This design comes from an exercise in tuning for small area, a short achievable clock period and few clock cycles on the open sky130 flow, not from production work. The RTL was checked by simulation tests, not by an equivalence proof against the original design.

Design snn_conv_quant, start of the top module:
module snn_conv_quant (
    input  logic       clk,
    input  logic       rst_n,
    input  logic       in_valid,
    input  logic [7:0] img,
    input  logic [7:0] ker,
    input  logic       mode,
    output logic       out_valid,
    output logic [7:0] out_data
);
    localparam int L = 2;           
    localparam int C = 35 - L;      
    logic [5:0] r_cnt;      
    logic       r_busy;     
    logic       r_mode;
    logic       w_done;     
    assign w_done = in_valid && !r_busy && (r_cnt == 6'd35);
    always_ff @(posedge clk or negedge rst_n) begin
        if (!rst_n)
            r_cnt <= '0;
        else if (in_valid && !r_busy && r_cnt != 6'd35)
            r_cnt <= r_cnt + 1'b1;
        else
            r_cnt <= '0;
    end
    always_ff @(posedge clk) begin
        if (!r_busy && r_cnt == 6'd0)
            r_mode <= mode;
    end
    logic [35:0][7:0] r_img;    
    logic [8:0][7:0]  r_ker;
    logic             w_kload, w_kshift;
    assign w_kload  = (r_cnt < 6'd9);
    assign w_kshift = !r_busy && (w_kload || (!r_mode && r_cnt < 6'd15));
    always_ff @(posedge clk) begin
        r_img[0] <= r_busy ? r_img[35] : img;
        for (int i = 1; i < 36; i++)
            r_img[i] <= r_img[i-1];
        if (w_kshift) begin
            r_ker[8] <= w_kload ? ker : r_ker[0];
            for (int i = 0; i < 8; i++)
                r_ker[i] <= r_ker[i+1];
        end
    end
    logic [5:0] r_rr, r_rc, w_rr_n, w_rc_n;
    always_comb begin
        if (!r_busy && r_cnt == 6'(C)) begin
            w_rr_n = 6'b000001;
            w_rc_n = 6'b000001;
        end else begin
            w_rc_n = {r_rc[4:0], r_rc[5]};
            w_rr_n = r_rc[5] ? {r_rr[4:0], r_rr[5]} : r_rr;
        end
    end
    always_ff @(posedge clk) begin
        r_rr <= w_rr_n;
        r_rc <= w_rc_n;
    end
    logic w_v0, w_last0;
    assign w_v0    = r_mode || (!r_rr[4] && !r_rr[5] && !r_rc[0] && !r_rc[5]);
    assign w_last0 = r_mode ? (r_rr[5] && r_rc[5]) : (r_rr[3] && r_rc[4]);
    function automatic logic [7:0] px(input int a, input int b);
  ...
==> flow/config.mk <==
export PLATFORM = sky130hd
export DESIGN_NAME = snn_conv_quant
export DESIGN_NICKNAME = snn_conv_quant
export VERILOG_FILES = /design/flow/design.v
export SDC_FILE = /design/flow/constraint.sdc
export NUM_CORES = 4
export LEC_CHECK = 0
export ABC_CLOCK_PERIOD_IN_PS = 5000
export CAP_MARGIN = 20
export CORE_MARGIN = 2
export CORE_UTILIZATION = 60
export CTS_CLUSTER_DIAMETER = 100
export CTS_CLUSTER_SIZE = 32
export SLEW_MARGIN = 20
export SYNTH_HIERARCHICAL = 1
==> flow/constraint.sdc <==
create_clock -name core_clock -period 25.0 [get_ports {clk}]
set_input_delay 5.0000 -clock core_clock [delete_from_list [all_inputs] [get_ports {clk}]]
set_output_delay 5.0000 -clock core_clock [all_outputs]
set_load 0.01 [all_outputs]
standard.sh (not shown) runs the stock make flow with config.mk's settings and CLKGATE_MAP_FILE= SYNTH_SCRIPT=/design/flow/synth_recipe.tcl, a recipe that flattens the netlist after the stock synthesis.
==> flow/flow/run.sh <==
#!/bin/bash
set -euo pipefail
export BUFFER_PORTS_ARGS="-buffer_cell sky130_fd_sc_hd__buf_4"
export SETUP_SLACK_MARGIN=19.0
export SKIP_GATE_CLONING=1
bash standard.sh > standard.log 2>&1
Testbench counts at the start, summed over its fixed seeds: cycles 13,044.
Edit:
==> flow/flow/run.sh (replaced) <==
#!/bin/bash
set -euo pipefail
export BUFFER_PORTS_ARGS="-buffer_cell sky130_fd_sc_hd__buf_4"
export SETUP_SLACK_MARGIN=18.8
export SKIP_GATE_CLONING=1
bash standard.sh > standard.log 2>&1
- CORE_UTILIZATION: 60 -> 70
=> Via count is higher by about 4.4%; die area came out lower by 14%; synthesized area does not change; worst setup slack degrades by 0.021 ns; utilization went up by 9.5 points; routed wire length climbs by 5.7%; count of clock-buffer cells in the layout went down by 1.
Edit:
==> flow/flow/run.sh (replaced) <==
#!/bin/bash
set -euo pipefail
export BUFFER_PORTS_ARGS="-buffer_cell sky130_fd_sc_hd__buf_4"
export SETUP_SLACK_MARGIN=18.7
export SKIP_GATE_CLONING=1
bash standard.sh > standard.log 2>&1
- CORE_UTILIZATION: 70 -> 60
Area after synthesis does not change; setup slack gets worse by 0.089 ns; flip-flop and latch count is unchanged; register-to-register slack gets worse by 0.09 ns; final cell count went up by 2.6%; wire length went down by 6.6%; synthesized cell count is unchanged; die area went up by 16%; global-route usage went down by 9.2 points.
Edit:
==> flow/flow/run.sh (replaced) <==
#!/bin/bash
set -euo pipefail
export BUFFER_PORTS_ARGS="-buffer_cell sky130_fd_sc_hd__buf_4"
export SETUP_SLACK_MARGIN=18.9
export SKIP_GATE_CLONING=1
bash standard.sh > standard.log 2>&1
Outcome: Die area is unchanged; final area rose by 0.84%.

v13:
snn_conv_quant again, from the RTL that the note above started with.
## snn_conv_quant
module snn_conv_quant (
    input  logic       clk,
    input  logic       rst_n,
    input  logic       in_valid,
    input  logic [7:0] img,
    input  logic [7:0] ker,
    input  logic       mode,
    output logic       out_valid,
    output logic [7:0] out_data
);
    localparam int L = 2;           
    localparam int C = 35 - L;      
    logic [5:0] r_cnt;      
    logic       r_busy;     
    logic       r_mode;
    logic       w_done;     
    assign w_done = in_valid && !r_busy && (r_cnt == 6'd35);
    always_ff @(posedge clk or negedge rst_n) begin
        if (!rst_n)
            r_cnt <= '0;
        else if (in_valid && !r_busy && r_cnt != 6'd35)
            r_cnt <= r_cnt + 1'b1;
        else
            r_cnt <= '0;
    end
    always_ff @(posedge clk) begin
        if (!r_busy && r_cnt == 6'd0)
            r_mode <= mode;
    end
    logic [35:0][7:0] r_img;    
    logic [8:0][7:0]  r_ker;
    logic             w_kload, w_kshift;
    assign w_kload  = (r_cnt < 6'd9);
    assign w_kshift = !r_busy && (w_kload || (!r_mode && r_cnt < 6'd15));
    always_ff @(posedge clk) begin
        r_img[0] <= r_busy ? r_img[35] : img;
        for (int i = 1; i < 36; i++)
            r_img[i] <= r_img[i-1];
        if (w_kshift) begin
            r_ker[8] <= w_kload ? ker : r_ker[0];
            for (int i = 0; i < 8; i++)
                r_ker[i] <= r_ker[i+1];
        end
    end
    logic [5:0] r_rr, r_rc, w_rr_n, w_rc_n;
    always_comb begin
        if (!r_busy && r_cnt == 6'(C)) begin
            w_rr_n = 6'b000001;
  ...
Settings: LEC_CHECK=0, ABC_CLOCK_PERIOD_IN_PS=5000, CAP_MARGIN=20, CORE_MARGIN=2, CORE_UTILIZATION=60, CTS_CLUSTER_DIAMETER=100, CTS_CLUSTER_SIZE=32, SLEW_MARGIN=20, SYNTH_HIERARCHICAL=1; clock period 25.0 ns.
==> flow/flow/run.sh <==
#!/bin/bash
set -euo pipefail
export BUFFER_PORTS_ARGS="-buffer_cell sky130_fd_sc_hd__buf_4"
export SETUP_SLACK_MARGIN=18.8
export SKIP_GATE_CLONING=1
bash standard.sh > standard.log 2>&1
v13: full flow OK, the timing, DRC and antenna checks passed
Testbench counts of v13, summed over its fixed seeds: cycles 13,044.
Inputs modified between v13 and v38:
Settings: changing CORE_UTILIZATION from 60 to 45.
Notes after the runs:
Every stage of the flow completed for v38, and the final layout passed the timing, DRC and antenna checks.
v38 against v13: wire length up about 4%, total met2 wirelength after detailed routing up 9.2%.
Taking v13 as the reference, in v38 met1 capacity usage during global routing now smaller; core utilization now smaller; stage delay of the slowest cell on the critical path now smaller; total routing usage reported by global routing now smaller; register-to-register slack now smaller.
v13 and v38 ended up with roughly the same share of the cycle needed by the critical path after routing.
### v38 -> v43
Settings: swapping 100 for 80 in CTS_CLUSTER_DIAMETER; swapping 45 for 50 in CORE_UTILIZATION; swapping 32 for 25 in CTS_CLUSTER_SIZE.
Notes after the runs:
- Changes observed in v43 relative to v38: final standard cell area without fillers fell by about 0.8%, total of clock buffers placed in the layout up about 25%, pin slew with the least headroom to its limit grew by 0.023 ns, via count climbed 103.
- v43 against v38: setup slack climbed 0.027 ns; multi-input combinational area share climbed 0.35 points; global-route usage climbed 2.9 points.
- Between v38 and v43, the flow reports routed length on met1 decreasing by a few percent.
--- input diff v43..v51 ---
Settings: CTS_CLUSTER_DIAMETER: 80 -> 100; CTS_CLUSTER_SIZE: 25 -> 32.
Results
- The final layout from v51, which completed every stage, passed the timing, DRC and antenna checks at the end of the flow.
- Post-detailed-route wirelength per cell: v51 > v43
- On met3 routing resource usage after global routing, v43 and v51 are neck and neck.
- On utilization, v43 tracks v51 almost exactly.
- On maximum frequency, v43 tracks v51 almost exactly.
- On total global-route track usage, v51 tracks v43 almost exactly.
- v51 vs v43 — hold slack dropped 0.0040 ns.
- Compared v51 against v43; sequential fraction of total cell area within noise.

== rev 12 ==
snn_conv_quant, a different RTL version from the one above (not shown whole).
Size in the first run: about 2400 cells after synthesis, about 450 flip-flops, roughly 29 I/O pins, about 0.029 mm^2 of cells after synthesis.
## snn_conv_quant
module snn_conv_quant (
    input  logic       clk,
    input  logic       rst_n,
    input  logic       in_valid,
    input  logic [7:0] img,
    input  logic [7:0] ker,
    input  logic       mode,
    output logic       out_valid,
    output logic [7:0] out_data
);
Settings: LEC_CHECK=0, ABC_CLOCK_PERIOD_IN_PS=5000, CAP_MARGIN=20, CORE_MARGIN=2, CORE_UTILIZATION=60, CTS_CLUSTER_DIAMETER=80, CTS_CLUSTER_SIZE=25, SLEW_MARGIN=20, SYNTH_HIERARCHICAL=1; clock period 25.0 ns.
==> flow/flow/run.sh <==
#!/bin/bash
set -euo pipefail
export BUFFER_PORTS_ARGS="-buffer_cell sky130_fd_sc_hd__buf_4"
export SETUP_SLACK_MARGIN=19.0
export SKIP_GATE_CLONING=1
bash standard.sh > standard.log 2>&1
Testbench counts of rev 12, summed over its fixed seeds: cycles 13,044.
Input-level comparison between rev 13 and rev 12:
- changing CORE_UTILIZATION from 60 to 70
Notes after the runs:
- Rev 13 against rev 12: proportion of layout cells with a drive suffix above 1 now sits higher.
- Comparing the two runs side by side, rev 13 comes out ahead of rev 12 on final critical-path setup slack.
- Global-route usage on rev 13 is up relative to rev 12.
- Between rev 12 and rev 13, number of global-route vias before repair is lower for rev 12, rev 13 comes in above that.
- Rev 13 vs rev 12: vias after detailed routing up by a few percent

what the ideal ports hide:
Ports are ideal in the flow. The routed layouts listed here were re-timed in OpenROAD.
Step 1 assumes that a clkbuf_16 drives the clock port and a buf_2 every other input.
Step 2 adds t to the input delays and takes it off the output delays; t is the mean of the earliest and latest rising clock arrival at the registers after step 1. Input paths then give back, and output paths get back, about the clock's delay inside the block.
Three values: ideal, step 1, step 2; two values: the first two.
run	t, ns	setup WS [ns]	worst hold slack (ns)	worst setup path after step 2
the first run of note 1	0.637	18.885 / 18.829 / 19.028	0.310 / 0.310 / 0.310	register to register
the second run of note 1	0.631	18.864 / 18.839 / 18.864	0.333 / 0.333 / 0.333	register to register
the third run of note 1	0.637	18.775 / 18.775 / 18.775	0.311 / 0.311 / 0.311	register to register
the fourth run of note 1	0.639	18.886 / 18.829 / 18.942	0.311 / 0.311 / 0.311	register to register
v13	0.638	18.859 / 18.822 / 18.859	0.312 / 0.312 / 0.312	register to register
v38	0.655	18.843 / 18.788 / 18.843	0.322 / 0.322 / 0.322	register to register
v43	0.663	18.870 / 18.809 / 18.898	0.313 / 0.313 / 0.313	register to register
v51	0.647	18.882 / 18.820 / 18.895	0.309 / 0.309 / 0.309	register to register
rev 12	0.650	18.891 / 18.832 / 19.012	0.295 / 0.295 / 0.295	register to register
rev 13	0.647	18.895 / 18.840 / 19.021	0.321 / 0.321 / 0.321	register to register
After both steps setup and hold are still met in every run listed.
